Source: an optimization exercise on an open RTL-to-GDS flow (aim: small area). Production flows keep margins and buffers that such runs may drop.
In this exercise RTL edits were held to simulation tests only and were not proved equivalent to the original.
Power is estimated from default activity; no workload was simulated.

Setup of old:
==> flow/design.v <==
module featuremap_streamer #(
  parameter int DATA_WIDTH = 24,
  parameter int IMG_W      = 12,
  parameter int IMG_H      = 12
) (
  input  logic                  clk,
  input  logic                  rst,
  input  logic                  wr_en,
  input  logic [DATA_WIDTH-1:0] wr_data,
  input  logic                  clr,
  input  logic                  start,
  output logic [DATA_WIDTH-1:0] data_out,
  output logic                  valid_out,
  output logic                  done,
  output logic                  busy,
  output logic                  frame_ready,
  output logic                  err
);
  localparam int N = IMG_W * IMG_H;
  localparam int PW = IMG_W + 4;
  localparam int PH = IMG_H + 4;
  localparam int BEATS = PW * PH;
  localparam int CNTW  = $clog2(BEATS) > $clog2(N) ? $clog2(BEATS) : $clog2(N);
  localparam int CW    = $clog2(PW);
  logic [CNTW-1:0]         cnt_q;
  logic                    busy_q;
  logic                    valid_q;
  logic                    frame_ready_q;
  logic                    err_q;
  logic [N*DATA_WIDTH-1:0] sr_q;
  logic                    idle;
  logic                    we;
  logic                    last;
  logic                    lead_end;
  logic                    go;
  logic                    interior;
  logic                    shift;
  logic                    rot;
  logic [DATA_WIDTH-1:0]   tail;
  logic [DATA_WIDTH-1:0]   head;
  assign idle     = !busy_q;
  assign we       = idle && !clr && wr_en && !frame_ready_q;
  assign last     = (cnt_q == CNTW'(BEATS - 1));
  assign lead_end = (cnt_q == {CNTW{1'b1}});
  assign go       = idle && start && frame_ready_q && !clr;
  logic [CNTW-CW-1:0] row;
  logic [CW-1:0]      col;
  assign row      = cnt_q[CNTW-1:CW];
  assign col      = cnt_q[CW-1:0];
  assign interior = (row >= (CNTW-CW)'(2)) && (row < (CNTW-CW)'(IMG_H + 2)) &&
                    (col >= CW'(2)) && (col < CW'(IMG_W + 2));
  assign tail  = sr_q[N*DATA_WIDTH-1 -: DATA_WIDTH];
  assign rot   = valid_q && interior;
  assign head  = data_out | (wr_data & {DATA_WIDTH{idle}});
  assign shift = we || rot;
  always_ff @(posedge clk) begin
    if (shift) sr_q <= {sr_q[(N-1)*DATA_WIDTH-1:0], head};
  end
  always_ff @(posedge clk or posedge rst) begin
    if (rst) begin
      cnt_q         <= '0;
      busy_q        <= 1'b0;
      valid_q       <= 1'b0;
      frame_ready_q <= 1'b0;
      err_q         <= 1'b0;
    end else begin
      if (busy_q) begin
        if (wr_en) err_q <= 1'b1;
        cnt_q <= cnt_q + CNTW'(1);
        if (valid_q) begin
          if (last) begin
            valid_q <= 1'b0;
            busy_q  <= 1'b0;
          end
        end else if (lead_end) begin
          valid_q <= 1'b1;
        end
      end else if (clr) begin
        cnt_q         <= '0;
        frame_ready_q <= 1'b0;
        err_q         <= 1'b0;
      end else begin
        if (wr_en) begin
          if (frame_ready_q) begin
            err_q <= 1'b1;
          end else begin
            cnt_q <= cnt_q + CNTW'(1);
            if (cnt_q == CNTW'(N - 1)) frame_ready_q <= 1'b1;
          end
        end
        if (go) begin
          busy_q <= 1'b1;
          cnt_q  <= {{(CNTW-1){1'b1}}, 1'b0};
        end
      end
    end
  end
  assign data_out    = rot ? tail : '0;
  assign valid_out   = valid_q;
  assign done        = valid_q && last;
  assign busy        = busy_q;
  assign frame_ready = frame_ready_q;
  assign err         = err_q;
endmodule
Settings: LEC_CHECK=0, CAP_MARGIN=20, CORE_MARGIN=2, CORE_UTILIZATION=45, PLACE_DENSITY=0.6, SLEW_MARGIN=20; clock period 5.0 ns.
standard.sh (not shown) runs the stock make flow with config.mk's settings and CLKGATE_MAP_FILE= SYNTH_SCRIPT=/design/flow/synth_recipe.tcl, a recipe that flattens the netlist after the stock synthesis.
==> flow/flow/run.sh <==
#!/bin/bash
# Standard layout, except: the enable net of the frame register gets a one-level buffer tree
# (flow/enable_tree.tcl, run after the placement resize), the clock tree is built without dummy
# loads from clkbuf_8 clusters, and the port buffers use the smallest buffer cell.
set -euo pipefail
here=$(pwd)
bash standard.sh \
  'CTS_ARGS=-sink_clustering_enable -repair_clock_nets -dont_use_dummy_load -buf_list sky130_fd_sc_hd__clkbuf_8 -sink_clustering_size 20 -sink_clustering_max_diameter 80' \
  'BUFFER_PORTS_ARGS=-buffer_cell sky130_fd_sc_hd__buf_1' \
  "POST_RESIZE_TCL=$here/flow/enable_tree.tcl" \
  finish > standard.log 2>&1
Other scripts of this flow, unchanged in this note and not shown: flow/flow/enable_tree.tcl
## Diff of input files: new against old
--- a/flow/design.v
+++ b/flow/design.v
@@ -36,5 +36,4 @@
   logic                    interior;
   logic                    shift;
-  logic                    rot;
   logic [DATA_WIDTH-1:0]   tail;
   logic [DATA_WIDTH-1:0]   head;
@@ -51,7 +50,6 @@
                     (col >= CW'(2)) && (col < CW'(IMG_W + 2));
   assign tail  = sr_q[N*DATA_WIDTH-1 -: DATA_WIDTH];
-  assign rot   = valid_q && interior;
-  assign head  = data_out | (wr_data & {DATA_WIDTH{idle}});
-  assign shift = we || rot;
+  assign head  = busy_q ? tail : wr_data;
+  assign shift = we || (valid_q && interior);
   always_ff @(posedge clk) begin
     if (shift) sr_q <= {sr_q[(N-1)*DATA_WIDTH-1:0], head};
@@ -96,5 +94,5 @@
     end
   end
-  assign data_out    = rot ? tail : '0;
+  assign data_out    = (valid_q && interior) ? tail : '0;
   assign valid_out   = valid_q;
   assign done        = valid_q && last;
Notes after the runs:
Each of the runs, namely new and old, reached the end of the flow and came out clean.
Lower final worst slack was reported by old, not new.
Between new and old, the number of cell rows does not differ in any meaningful way.
The lower highest fanout seen on the critical path came out of new.
Power: new draws less than old
Between new and old, the difference in total standard cell area after synthesis is negligible.
new and old ended up with roughly the same sequential cell area.
Going from old to new, sequential share of layout area held; multi-input combinational area share held; total wire length after detailed routing held; post-synth net total went down 0.39%.
From old to new the numbers moved as follows: global-route track usage on met3 ~0 delta; leakage power -0.21 nW; proportion of power drawn by the clock network ~0 delta; global-route met2 utilization +0.28 points.

[separate check: timing with driven ports]
The flow's constraints put no driver on any port. The routed layouts listed below were extracted and timed again, unchanged, in two steps. Step 1 sets driving cells, clkbuf_16 on the clock port and buf_2 on the other inputs (assumed; they add their load-dependent delay and slew). Step 2 times the ports against the registers' clock, not the clock port: input delays grow and output delays shrink by t, the midpoint of the rising clock arrivals with the driver on. Slacks: ideal / step 1 / step 2; pairs: ideal / step 1.
run | t (ns) | setup slack, ns | latest minus earliest clock arrival (ns)
old | 0.995 | 1.076 / 0.998 / 1.693 | 0.166 / 0.166
new | 0.991 | 1.388 / 1.307 / 1.689 | 0.111 / 0.111
After both steps every run listed still meets setup and hold.
